From an optimization exercise on the open Yosys and OpenROAD flow, aimed at small area and a short achievable clock period; shortcuts taken in it are not production practice. Only simulation tests tie the RTL to the original design; equivalence was not proved. Power figures rest on the tool's default switching activity, not on a simulated workload.

==> inputs of run a <==
## cam_dma_top
module cam_dma_top #(
   parameter int TRANSFER_LEN = 1920,
   parameter int CLK_RATE     = 999
) (
   input  logic                   mipi_pclk,
   input  logic                   rst_n,
   input  logic                   cam_vsync,
   input  logic                   pix_valid,
   input  cam_dma_pkg::rgb_pair_t pix_data,
   input  logic                   trigger_capture_frame,
   input  logic                   continuous_capture_frame,
   input  logic                   rgb_gray,
   input  logic                   cam_dma_init_done,
   input  logic                   cam_dma_wready,
   output logic                   cam_dma_wvalid,
   output logic                   cam_dma_wlast,
   output cam_dma_pkg::dma_word_t cam_dma_wdata,
   output logic                   debug_fifo_overflow,
   output logic                   debug_fifo_underflow,
   output logic [31:0]            debug_fifo_wcount,
   output logic [31:0]            debug_fifo_rcount,
   output logic [2:0]             debug_dma_status,
   output logic [31:0]            frames_per_second
);
==> flow/config.mk <==
export PLATFORM = sky130hd
export DESIGN_NAME = cam_dma_top
export DESIGN_NICKNAME = cam_dma_top
export VERILOG_FILES = /design/flow/design.v
export SDC_FILE = /design/flow/constraint.sdc
export NUM_CORES = 4
export LEC_CHECK = 0
export CAP_MARGIN = 20
export CORE_MARGIN = 2
export CORE_UTILIZATION = 55
export CTS_CLUSTER_DIAMETER = 100
export CTS_CLUSTER_SIZE = 25
export SETUP_SLACK_MARGIN = 3.0
export SLEW_MARGIN = 20
==> flow/constraint.sdc <==
create_clock -name core_clock -period 5.5 [get_ports {mipi_pclk}]
set_input_delay 1.1000 -clock core_clock [delete_from_list [all_inputs] [get_ports {mipi_pclk}]]
set_output_delay 1.1000 -clock core_clock [all_outputs]
set_load 0.01 [all_outputs]
standard.sh (not shown) runs the stock make flow with config.mk's settings and CLKGATE_MAP_FILE= SYNTH_SCRIPT=/design/flow/synth_recipe.tcl, a recipe that flattens the netlist after the stock synthesis.
==> flow/flow/run.sh <==
#!/bin/bash
# The standard layout (the standard.sh), with three changes:
#  - synthesis leaves adders to abc instead of mapping them to full/half
#    adder cells (ADDER_MAP_FILE empty); registers are mapped as before,
#  - the port buffers are buf_4 instead of the default choice (a delay cell),
#  - timing repair may swap a cell for one of another footprint.
set -uo pipefail
bash standard.sh \
  ADDER_MAP_FILE= \
  "BUFFER_PORTS_ARGS=-buffer_cell sky130_fd_sc_hd__buf_4" \
  MATCH_CELL_FOOTPRINT=0 \
  finish > flow_make.log 2>&1
==> run b: changes against run a <==
--- a/flow/design.v
+++ b/flow/design.v
@@ -80,19 +80,17 @@
 module pixel_pack (
    input  logic                  mipi_pclk,
    input  logic                  rst_n,
    input  logic                  pix_valid,
    input  cam_dma_pkg::rgb_pair_t pix_data,
    input  logic                  capture_frame,
    input  logic                  gray_mode,
    output logic                  wr_en,
-   output cam_dma_pkg::rgb_pair_t wdata,
-   output cam_dma_pkg::rgb_pair_t wdata_gray,
-   output cam_dma_pkg::rgb_pair_t wdata_raw
+   output cam_dma_pkg::rgb_pair_t wdata
 );
    logic [CS_W-1:0]        pix_r0;
    logic [CS_W-1:0]        pix_r1;
    logic                   gray_r;
    cam_dma_pkg::rgb_pair_t gray_pair;
    localparam int CS_W = 32;
    function automatic logic [10:0] tab77(input logic [3:0] d);
       case (d)
@@ -364,124 +362,94 @@
       pix_r1 <= pack_of(pix_data[6*8-1:3*8], gray_mode);
       gray_r <= gray_mode;
    end
    logic [8-1:0] gray0;
    logic [8-1:0] gray1;
    assign gray0     = luma_fin(pix_r0);
    assign gray1     = luma_fin(pix_r1);
    assign gray_pair = {gray1, gray1, gray1, gray0, gray0, gray0};
-   assign wdata_gray = gray_pair;
-   assign wdata_raw  = {pix_r1[3*8-1:0], pix_r0[3*8-1:0]};
-   assign wdata      = gray_r ? wdata_gray : wdata_raw;
+   assign wdata     = gray_r ? gray_pair : {pix_r1[3*8-1:0], pix_r0[3*8-1:0]};
 endmodule
 module cam_dma_fifo #(
    parameter int DEPTH = 64
 ) (
    input  logic                   mipi_pclk,
    input  logic                   rst_n,
    input  logic                   wr_en,
    input  cam_dma_pkg::rgb_pair_t wdata,
-   input  cam_dma_pkg::rgb_pair_t wdata_gray,  
-   input  cam_dma_pkg::rgb_pair_t wdata_raw,   
-   input  logic                   gray_nx,     
    input  logic                   rd_en,
    output cam_dma_pkg::rgb_pair_t rdata,
    output logic                   empty,
    output logic                   empty_nx,
    output logic                   full
 );
    localparam int AW = $clog2(DEPTH);
    localparam int SD = DEPTH - 1;
    cam_dma_pkg::rgb_pair_t                  head;
    logic [SD-1:0][2*3*8-1:0] sreg;
-   logic [SD-1:0]                           rd_sel;    
-   logic [SD-1:0]                           rd_sel_hi;  
-   logic                                    sel_gray;  
-   logic                                    sel_raw;   
-   logic                                    ge2_nx;
+   logic [DEPTH-1:0]                        rd_sel;    
    cam_dma_pkg::rgb_pair_t                  rd_word;
    logic                                    ge2;       
    logic                                    cnt_one;   
    logic                                    cnt_two;   
    logic                                    cnt_top;   
    logic                                    do_wr;
    logic                                    do_rd;
    assign do_wr = wr_en && !full;
    assign do_rd = rd_en && !empty;
    assign rdata = head;
    always_ff @(posedge mipi_pclk) begin
       if (do_wr) begin
          sreg <= {sreg[SD-2:0], wdata};
       end
    end
    always_comb begin
-      rd_word = ({(2*3*8){sel_gray}} & wdata_gray) |
-                ({(2*3*8){sel_raw}} & wdata_raw);
+      rd_word = '0;
       for (int i = 0; i < SD; i++) begin
-         rd_word = rd_word | ({{(3*8){rd_sel_hi[i]}}, {(3*8){rd_sel[i]}}} & sreg[i]);
+         rd_word = rd_word | ({(2*3*8){rd_sel[i]}} & sreg[i]);
       end
    end
    always_ff @(posedge mipi_pclk) begin
       if (do_rd || empty) begin
-         head <= rd_word;
+         head <= ge2 ? rd_word : wdata;
       end
    end
    always_comb begin
       if (do_wr && !do_rd) begin
          empty_nx = 1'b0;
       end else if (!do_wr && do_rd) begin
          empty_nx = cnt_one;
       end else begin
          empty_nx = empty;
       end
    end
-   always_comb begin
-      if (do_wr && !do_rd) begin
-         ge2_nx = ge2 || cnt_one;
-      end else if (!do_wr && do_rd) begin
-         ge2_nx = ge2 && !cnt_two;
-      end else begin
-         ge2_nx = ge2;
-      end
-   end
-   always_ff @(posedge mipi_pclk) begin
-      if (!rst_n) begin
-         sel_gray <= 1'b0;
-         sel_raw  <= 1'b1;
-      end else begin
-         sel_gray <= !ge2_nx && gray_nx;
-         sel_raw  <= !ge2_nx && !gray_nx;
-      end
-   end
    always_ff @(posedge mipi_pclk) begin
       if (!rst_n) begin
-         rd_sel    <= '0;
-         rd_sel_hi <= '0;
+         rd_sel  <= DEPTH'(1) << (DEPTH - 2);
          empty   <= 1'b1;
          cnt_one <= 1'b0;
          cnt_two <= 1'b0;
          ge2     <= 1'b0;
          cnt_top <= 1'b0;
          full    <= 1'b0;
       end else begin
          empty <= empty_nx;
-         ge2   <= ge2_nx;
          if (do_wr && !do_rd) begin
-            rd_sel    <= {rd_sel[SD-2:0], cnt_one};
-            rd_sel_hi <= {rd_sel_hi[SD-2:0], cnt_one};
+            rd_sel  <= {rd_sel[DEPTH-2:0], rd_sel[DEPTH-1]};
             cnt_one <= empty;
             cnt_two <= cnt_one;
+            ge2     <= ge2 || cnt_one;
             cnt_top <= rd_sel[DEPTH-4];
             full    <= cnt_top;
          end else if (!do_wr && do_rd) begin
-            rd_sel    <= {1'b0, rd_sel[SD-1:1]};
-            rd_sel_hi <= {1'b0, rd_sel_hi[SD-1:1]};
+            rd_sel  <= {rd_sel[0], rd_sel[DEPTH-1:1]};
             cnt_one <= cnt_two;
             cnt_two <= rd_sel[1];
+            ge2     <= ge2 && !cnt_two;
             cnt_top <= full;
             full    <= 1'b0;
          end
       end
    end
 endmodule
 module cam_dma_writer #(
    parameter int TRANSFER_LEN = 1920
@@ -644,18 +612,16 @@
    output logic [2:0]             debug_dma_status,
    output logic [31:0]            frames_per_second
 );
    logic                   capture_frame;
    logic                   gray_mode;
    logic                   frame_start;
    logic                   fifo_wr;
    cam_dma_pkg::rgb_pair_t fifo_wdata;
-   cam_dma_pkg::rgb_pair_t fifo_wdata_gray;
-   cam_dma_pkg::rgb_pair_t fifo_wdata_raw;
    logic                   fifo_rd;
    cam_dma_pkg::rgb_pair_t fifo_rdata;
    logic                   fifo_empty;
    logic                   fifo_empty_nx;
    logic                   fifo_full;
    logic                   dma_write;
    cam_capture_ctrl cam_capture_ctrl_inst (
       .mipi_pclk                (mipi_pclk),
@@ -672,28 +638,23 @@
    pixel_pack pixel_pack_inst (
       .mipi_pclk     (mipi_pclk),
       .rst_n         (rst_n),
       .pix_valid     (pix_valid),
       .pix_data      (pix_data),
       .capture_frame (capture_frame),
       .gray_mode     (gray_mode),
       .wr_en         (fifo_wr),
-      .wdata         (fifo_wdata),
-      .wdata_gray    (fifo_wdata_gray),
-      .wdata_raw     (fifo_wdata_raw)
+      .wdata         (fifo_wdata)
    );
    cam_dma_fifo cam_dma_fifo_inst (
       .mipi_pclk (mipi_pclk),
       .rst_n     (rst_n),
       .wr_en     (fifo_wr),
       .wdata     (fifo_wdata),
-      .wdata_gray (fifo_wdata_gray),
-      .wdata_raw (fifo_wdata_raw),
-      .gray_nx   (gray_mode),
       .rd_en     (fifo_rd),
       .rdata     (fifo_rdata),
       .empty     (fifo_empty),
       .empty_nx  (fifo_empty_nx),
       .full      (fifo_full)
    );
    cam_dma_writer #(
       .TRANSFER_LEN (TRANSFER_LEN)
CORE_UTILIZATION = 62   (was 55)
==> qor summary <==
metric                                                                                               run a                        run b
Clock latency reported for the late side of the worst-skew pair                                     900 ps                       890 ps
Vertical extent of the die                                                                        484.5 µm                     451.7 µm
Std-Cell Rows                                                                                          176                          164
Outcome                                                                   no timing/DRC/antenna violations  no timing/DRC/antenna violations
Fraction of area in clock buffers and inverters                                                    0.03071                      0.03075
Number of stages on the worst setup path                                                                 1                            7
Dpl cell area                                                                                   0.1316 mm²                   0.1289 mm²
Detailed Place HPWL                                                                             255,400 µm                   238,400 µm
Final cell count without fillers                                                                    10,900                       10,470
Worst hold endpoint                                                          cam_capture_ctrl_inst.vsync_r  cam_dma_fifo_inst.sreg[108]
Multi-input combinational cell count                                                                 3,663                        3,561
Post-route total power                                                                            45.24 mW                     44.16 mW
Seq group                                                                                          28.6 mW                      28.0 mW
Max stage delay on crit path                                                                        620 ps                       600 ps
Data required, critical path                                                                       4400 ps                      6060 ps
Reg2reg end                                                                     cam_dma_fifo_inst.head[14]    cam_dma_fifo_inst.head[7]
Length in cells of the worst reg-to-reg path                                                             6                            7
Fraction of final layout cells with drive strength greater than 1                                   0.1490                       0.1539
Post-route worst hold slack                                                                       409.6 ps                     419.8 ps
Resized Gates After CTS                                                                                506                          454
Sequential cell area                                                                           0.09919 mm²                  0.09787 mm²
Clock Sink Count                                                                                     3,393                        3,330
#FFs+latches synth                                                                                   3,393                        3,330
DR vias                                                                                             80,460                       79,880
Wire length of the first global-routing pass                                                    598,500 µm                   585,900 µm
Share of synthesized cell area in full adder, half adder and majority cells                       0.005261                     0.004600
Combinational share of power                                                                         0.072                        0.068

separate check: timing with driven ports:
Ports are ideal in the flow. The routed layouts listed here were re-timed in OpenROAD.
Step 1: set_driving_cell puts a clkbuf_16 on mipi_pclk and a buf_2 on each other input, an assumption about the parent block.
Step 2, shift: input delay + t, output delay - t, t = (earliest + latest rising clock arrival at the registers) / 2. This alone moves slack from input paths to output paths.
a / b / c = no drivers / after step 1 / after step 2; a / b = the first two.
run | shift t [ns] | slack for setup (ns) | clock arrival spread, ns | worst register clock-pin slew, ns
run a | 0.968 | 2.651 / 2.560 / 2.159 | 0.043 / 0.043 | 0.12 / 0.12
run b | 0.964 | 2.790 / 2.712 / 2.167 | 0.051 / 0.051 | 0.11 / 0.11
After both steps every run listed still meets setup and hold. The setup slack of run b, which loses most, moves by -0.078 ns with the drivers and by -0.623 ns with both steps.
